What follows belongs to an exercise in optimizing a design on an open flow for small area and a short achievable clock period; a production flow would make more cautious choices. Function was checked by simulation only, so behaviour that the tests miss may differ from the original. The clock input has no modelled driver; a real chip could not lean on it and would need a root buffer or a full tree. Power and IR drop assume default switching activity.

Design strawman_rx_fsm, start of the top module:
module strawman_rx_fsm #(
  parameter int DATA_LINE_WIDTH = 40,
  parameter int WORD_SIZE       = 32,
  parameter int TIMEOUT_CYCLES  = 64
) (
  input  logic                       clk,
  input  logic                       rst,
  input  logic [DATA_LINE_WIDTH-1:0] i_flit,
  input  logic                       i_flit_valid,
  output logic [1075:0]              o_protocol_bus,
  output logic                       o_valid,
  input  logic                       i_ready,
  output logic                       o_err,
  output logic                       o_overflow,
  output logic                       o_busy
);
Size: ~5100 cells after synthesis, about 2200 flip-flops, ~1100 I/O pins.
Settings: LEC_CHECK=0, CAP_MARGIN=20, CORE_MARGIN=2, CORE_UTILIZATION=40, SETUP_SLACK_MARGIN=2.7, SLEW_MARGIN=20; clock period 5.0 ns.
standard.sh (not shown) runs the stock make flow with config.mk's settings and CLKGATE_MAP_FILE= SYNTH_SCRIPT=/design/flow/synth_recipe.tcl, a recipe that flattens the netlist after the stock synthesis.
==> flow/flow/run.sh <==
#!/bin/bash
cp standard.sh standard.sh.txt
export BUFFER_PORTS_ARGS="-buffer_cell sky130_fd_sc_hd__buf_1"
export CTS_ARGS="-sink_clustering_enable -repair_clock_nets -sink_clustering_size 30 -sink_clustering_max_diameter 120 -dont_use_dummy_load"
bash standard.sh MATCH_CELL_FOOTPRINT=0 finish > standard.log 2>&1
The baseline completed without violations.
Then changed:
--- a/flow/flow/run.sh
+++ b/flow/flow/run.sh
@@ -3 +3 @@
-export BUFFER_PORTS_ARGS="-buffer_cell sky130_fd_sc_hd__buf_1"
+export BUFFER_PORTS_ARGS="-buffer_cell sky130_fd_sc_hd__buf_2"
--- a/flow/config.mk
+++ b/flow/config.mk
@@ -10,2 +10,2 @@
-export CORE_UTILIZATION = 40
-export SETUP_SLACK_MARGIN = 2.7
+export CORE_UTILIZATION = 45
+export SETUP_SLACK_MARGIN = 2.75
The changed run completed with no timing, DRC or antenna violations.
Design area grows by 4.4%.
Non-clock buffer count grows by 96.
Combinational power shrinks by about 2%.
Cell count shrinks by 2.3%.
Global-route usage grows by 3.7 points.
Then changed:
--- a/flow/config.mk
+++ b/flow/config.mk
@@ -10,2 +10,2 @@
-export CORE_UTILIZATION = 45
-export SETUP_SLACK_MARGIN = 2.75
+export CORE_UTILIZATION = 40
+export SETUP_SLACK_MARGIN = 2.7
Design area fell by a few percent; non-clock buffer count came out lower by 91; worst hold slack gets worse by 0.020 ns; clock power grows slightly; area after synthesis stays the same; setup slack gets better by 0.071 ns.
Then changed:
--- a/flow/config.mk
+++ b/flow/config.mk
@@ -10 +10 @@
-export CORE_UTILIZATION = 40
+export CORE_UTILIZATION = 45
Clock-buffer cell count shrinks by 1.
Power goes down slightly.
Worst hold slack improves by 0.021 ns.
Cell count came out lower by a few percent.
Final area decreases by a few percent.
Setup slack loses 0.042 ns.
Wire length falls slightly.
Die area goes down by roughly a tenth.
Register-to-register slack got worse by 0.05 ns.
Via count drops slightly.
Then changed:
--- a/flow/flow/run.sh
+++ b/flow/flow/run.sh
@@ -5 +5 @@
-bash standard.sh MATCH_CELL_FOOTPRINT=0 finish > standard.log 2>&1
+bash standard.sh > standard.log 2>&1
--- a/flow/config.mk
+++ b/flow/config.mk
@@ -10 +10 @@
-export CORE_UTILIZATION = 45
+export CORE_UTILIZATION = 40
Outcome: Core utilization went down by 4.7 points; clock skew went up by 0.039 ns; total power went up by 0.45%; sequential share of layout area went down by 1.1 points; worst setup slack got worse by 0.086 ns.
Then changed:
==> flow/run.sh (new file) <==
#!/bin/bash
# synth_recipe.tcl (not shown) runs the flow's synth.tcl, then flattens the netlist and writes it again
# the make line also repeats each setting of config.mk as NAME=value (left out here)
make -C /OpenROAD-flow-scripts/flow DESIGN_CONFIG=/design/flow/config.mk WORK_HOME=/design/flow/orfs CLKGATE_MAP_FILE= SYNTH_SCRIPT=/design/flow/synth_recipe.tcl finish
--- a/flow/config.mk
+++ b/flow/config.mk
@@ -11 +11 @@
-export SETUP_SLACK_MARGIN = 2.7
+export SETUP_SLACK_MARGIN = 2.5
removed: flow/flow/run.sh
removed: flow/standard.sh
The new run finished with timing, DRC and antenna clean.
Core utilization is higher by 3.6 points.
Design area rises by a little under a tenth.
Fmax is lower by a few percent.
Register-to-register slack gets better by 0.07 ns.
Setup slack is worse by 0.054 ns.
Clock skew goes down by 0.066 ns.
Count of clock-buffer cells in the layout goes up by 253.
Power is higher by a quarter to a third.
Non-clock buffer count drops by 37.
Sequential cell count does not change.
Final cell count increases by a few percent.

========
## run 1
Starting RTL as in the previous note.
==> flow/config.mk <==
export PLATFORM = sky130hd
export DESIGN_NAME = strawman_rx_fsm
export DESIGN_NICKNAME = strawman_rx_fsm
export VERILOG_FILES = /design/flow/design.v
export SDC_FILE = /design/flow/constraint.sdc
export NUM_CORES = 4
export LEC_CHECK = 0
export CAP_MARGIN = 20
export CORE_MARGIN = 2
export CORE_UTILIZATION = 40
export SETUP_SLACK_MARGIN = 2.75
export SLEW_MARGIN = 20
==> flow/constraint.sdc <==
create_clock -name core_clock -period 5.0 [get_ports {clk}]
set_input_delay 1.0000 -clock core_clock [delete_from_list [all_inputs] [get_ports {clk}]]
set_output_delay 1.0000 -clock core_clock [all_outputs]
set_load 0.01 [all_outputs]
==> flow/flow/run.sh <==
#!/bin/bash
cp standard.sh standard.sh.txt
export BUFFER_PORTS_ARGS="-buffer_cell sky130_fd_sc_hd__buf_2"
export PRE_CTS_TCL="$(pwd)/flow/cts_hook.tcl"
export MCTS_REGIONS=4
export MCTS_CLUSTER=30
bash standard.sh MATCH_CELL_FOOTPRINT=0 finish > standard.log 2>&1
Other scripts of this flow, unchanged in this note and not shown: flow/flow/cts_hook.tcl, flow/flow/mcts.tcl
For run 2, these inputs were changed with respect to run 1:
# run 1
export LEC_CHECK = 0
export CAP_MARGIN = 20
export CORE_MARGIN = 2
export CORE_UTILIZATION = 40
export SETUP_SLACK_MARGIN = 2.75
export SLEW_MARGIN = 20
create_clock -name core_clock -period 5.0 [get_ports {clk}]
# run 2
export LEC_CHECK = 0
export CAP_MARGIN = 20
export CORE_MARGIN = 2
export CORE_UTILIZATION = 40
export SETUP_SLACK_MARGIN = 2.9
export SLEW_MARGIN = 20
create_clock -name core_clock -period 5.0 [get_ports {clk}]
==> flow/flow/run.sh <==
#!/bin/bash
cp standard.sh standard.sh.txt
export BUFFER_PORTS_ARGS="-buffer_cell sky130_fd_sc_hd__buf_4"
export PRE_CTS_TCL="$(pwd)/flow/cts_hook.tcl"
export MCTS_REGIONS=4
export MCTS_CLUSTER=30
bash standard.sh MATCH_CELL_FOOTPRINT=0 finish > standard.log 2>&1
==> run notes <==
- On number of standard cells in the layout, taps in and fillers out, run 2 tracks run 1 almost exactly.
- Run 2 vs run 1: tightest slew margin relative to the limit up in run 2
- Relative to run 1, hold slack has increased by 7.3 ps in run 2.
- Run 2: aggregate global-route resource usage higher than run 1
- Relative to run 1, final design instance area without fill has gone up in run 2.
- Run 2 against run 1; number of resized instances in the post-cts repair step is up by more than 100%.
- The average vias per placed instance of run 2 and that of run 1 are within noise of each other.
- Diff run 2 and run 1: total iterations of the first detailed-routing run lower in run 2
The inputs of run 3 differ from those of run 2 as listed below.
# run 2
export LEC_CHECK = 0
export CAP_MARGIN = 20
export CORE_MARGIN = 2
export CORE_UTILIZATION = 40
export SETUP_SLACK_MARGIN = 2.9
export SLEW_MARGIN = 20
create_clock -name core_clock -period 5.0 [get_ports {clk}]
# run 3
export LEC_CHECK = 0
export CAP_MARGIN = 20
export CORE_MARGIN = 2
export CORE_UTILIZATION = 38
export SETUP_SLACK_MARGIN = 2.8
export SLEW_MARGIN = 20
create_clock -name core_clock -period 5.0 [get_ports {clk}]
==> flow/flow/run.sh <==
#!/bin/bash
cp standard.sh standard.sh.txt
export BUFFER_PORTS_ARGS="-buffer_cell sky130_fd_sc_hd__buf_2"
export PRE_CTS_TCL="$(pwd)/flow/cts_hook.tcl"
export MCTS_REGIONS=4
export MCTS_CLUSTER=30
bash standard.sh MATCH_CELL_FOOTPRINT=0 finish > standard.log 2>&1
==> run notes <==
- Delta(global-route usage, run 3 - run 2) < 0
- On clock skew, run 3 tracks run 2 almost exactly.
- In run 3 relative to run 2, number of placement rows had gone up by a few percent.
- Compared with run 2, in run 3 met3 routed wirelength decreased about 26%, sum of buffers and inverters on the critical path shows a reduction of 1.
Setup changes, run 3 to run 4
# run 3
export LEC_CHECK = 0
export CAP_MARGIN = 20
export CORE_MARGIN = 2
export CORE_UTILIZATION = 38
export SETUP_SLACK_MARGIN = 2.8
export SLEW_MARGIN = 20
create_clock -name core_clock -period 5.0 [get_ports {clk}]
# run 4
export LEC_CHECK = 0
export CAP_MARGIN = 20
export CORE_MARGIN = 2
export CORE_UTILIZATION = 50
export SETUP_SLACK_MARGIN = 2.8
export SLEW_MARGIN = 20
create_clock -name core_clock -period 5.0 [get_ports {clk}]
Notes after the runs:
- Diff run 3..run 4 | total power | negligible
- Compared with run 3, run 4 shows logic gate share of total power lower by 0.2 points.
- Detailed-route vias per instance sits higher in run 4 than in run 3.
In every run of this note, the design's own scripts or RTL, not TritonCTS, make the clock network.

========
Starting RTL as in the previous note.
clock: 5.0 ns
lec_check: 0
cap_margin: 20
core_margin: 2
core_utilization: 40
setup_slack_margin: 2.5
slew_margin: 20
==> flow/flow/run.sh <==
#!/bin/bash
cp standard.sh standard.sh.txt
export BUFFER_PORTS_ARGS="-buffer_cell sky130_fd_sc_hd__buf_2"
bash standard.sh > standard.log 2>&1
Change:
==> flow/flow/run.sh (replaced) <==
#!/bin/bash
cp standard.sh standard.sh.txt
export BUFFER_PORTS_ARGS="-buffer_cell sky130_fd_sc_hd__buf_2"
export CTS_ARGS="-sink_clustering_enable -repair_clock_nets -sink_clustering_size 24 -sink_clustering_max_diameter 90 -dont_use_dummy_load"
bash standard.sh MATCH_CELL_FOOTPRINT=0 finish > standard.log 2>&1
- SETUP_SLACK_MARGIN: 2.5 -> 2.7
=>
- global-route usage is higher by 0.23 points
- routed wire length increases by 1.3%
- total power is lower by about 22%
- final area barely changes
- hold slack degrades by 0.023 ns
- clock skew climbs by 0.067 ns
- final cell count came out lower by about 2.4%
- sequential power stays flat
- flip-flop and latch count stays the same
- clock-buffer cell count went down by 187

[separate check: timing with driven ports]
How much do the figures lean on ideal ports? The routed layouts below were timed once more, with nothing changed but the port constraints. Step 1 assumes that a clkbuf_16 drives the clock port and a buf_2 every other input. Step 2 also shifts input and output timing later by t, the mid clock arrival at the registers, as if the neighbouring blocks saw the same clock. Slacks: no drivers / after step 1 / after step 2; pairs: no drivers / after step 1.
| run | t (ns) | setup slack, ns | worst setup path after step 2 | latest minus earliest clock arrival (ns) |
|---|---|---|---|---|
| the first run of note 1 | 0.777 | 2.619 / 2.642 / 1.864 | input to register | 0.153 / 0.153 |
| the second run of note 1 | 0.776 | 2.672 / 2.672 / 2.008 | input to register | 0.066 / 0.066 |
| the third run of note 1 | 0.781 | 2.743 / 2.655 / 1.896 | input to register | 0.136 / 0.136 |
| the fourth run of note 1 | 0.774 | 2.701 / 2.664 / 1.902 | input to register | 0.063 / 0.063 |
| the fifth run of note 1 | 0.781 | 2.615 / 2.615 / 1.886 | input to register | 0.134 / 0.134 |
| the sixth run of note 1 | 0.921 | 2.561 / 2.468 / 1.656 | input to register | 0.040 / 0.040 |
| run 1 | 0.746 | 2.775 / 2.624 / 2.035 | input to register | 0.031 / 0.031 |
| run 2 | 0.751 | 2.895 / 2.711 / 2.236 | input to register | 0.031 / 0.032 |
| run 3 | 0.758 | 2.793 / 2.622 / 2.178 | input to register | 0.030 / 0.031 |
| run 4 | 0.736 | 2.759 / 2.622 / 2.077 | input to register | 0.036 / 0.035 |
| the first run of note 3 | 0.929 | 2.447 / 2.447 / 1.648 | input to register | 0.057 / 0.058 |
| the second run of note 3 | 0.777 | 2.647 / 2.641 / 1.942 | input to register | 0.126 / 0.126 |
After both steps every run listed still meets setup and hold. For the sixth run of note 1, which loses most, drivers alone change the setup slack by -0.093 ns; drivers and shift together by -0.905 ns.
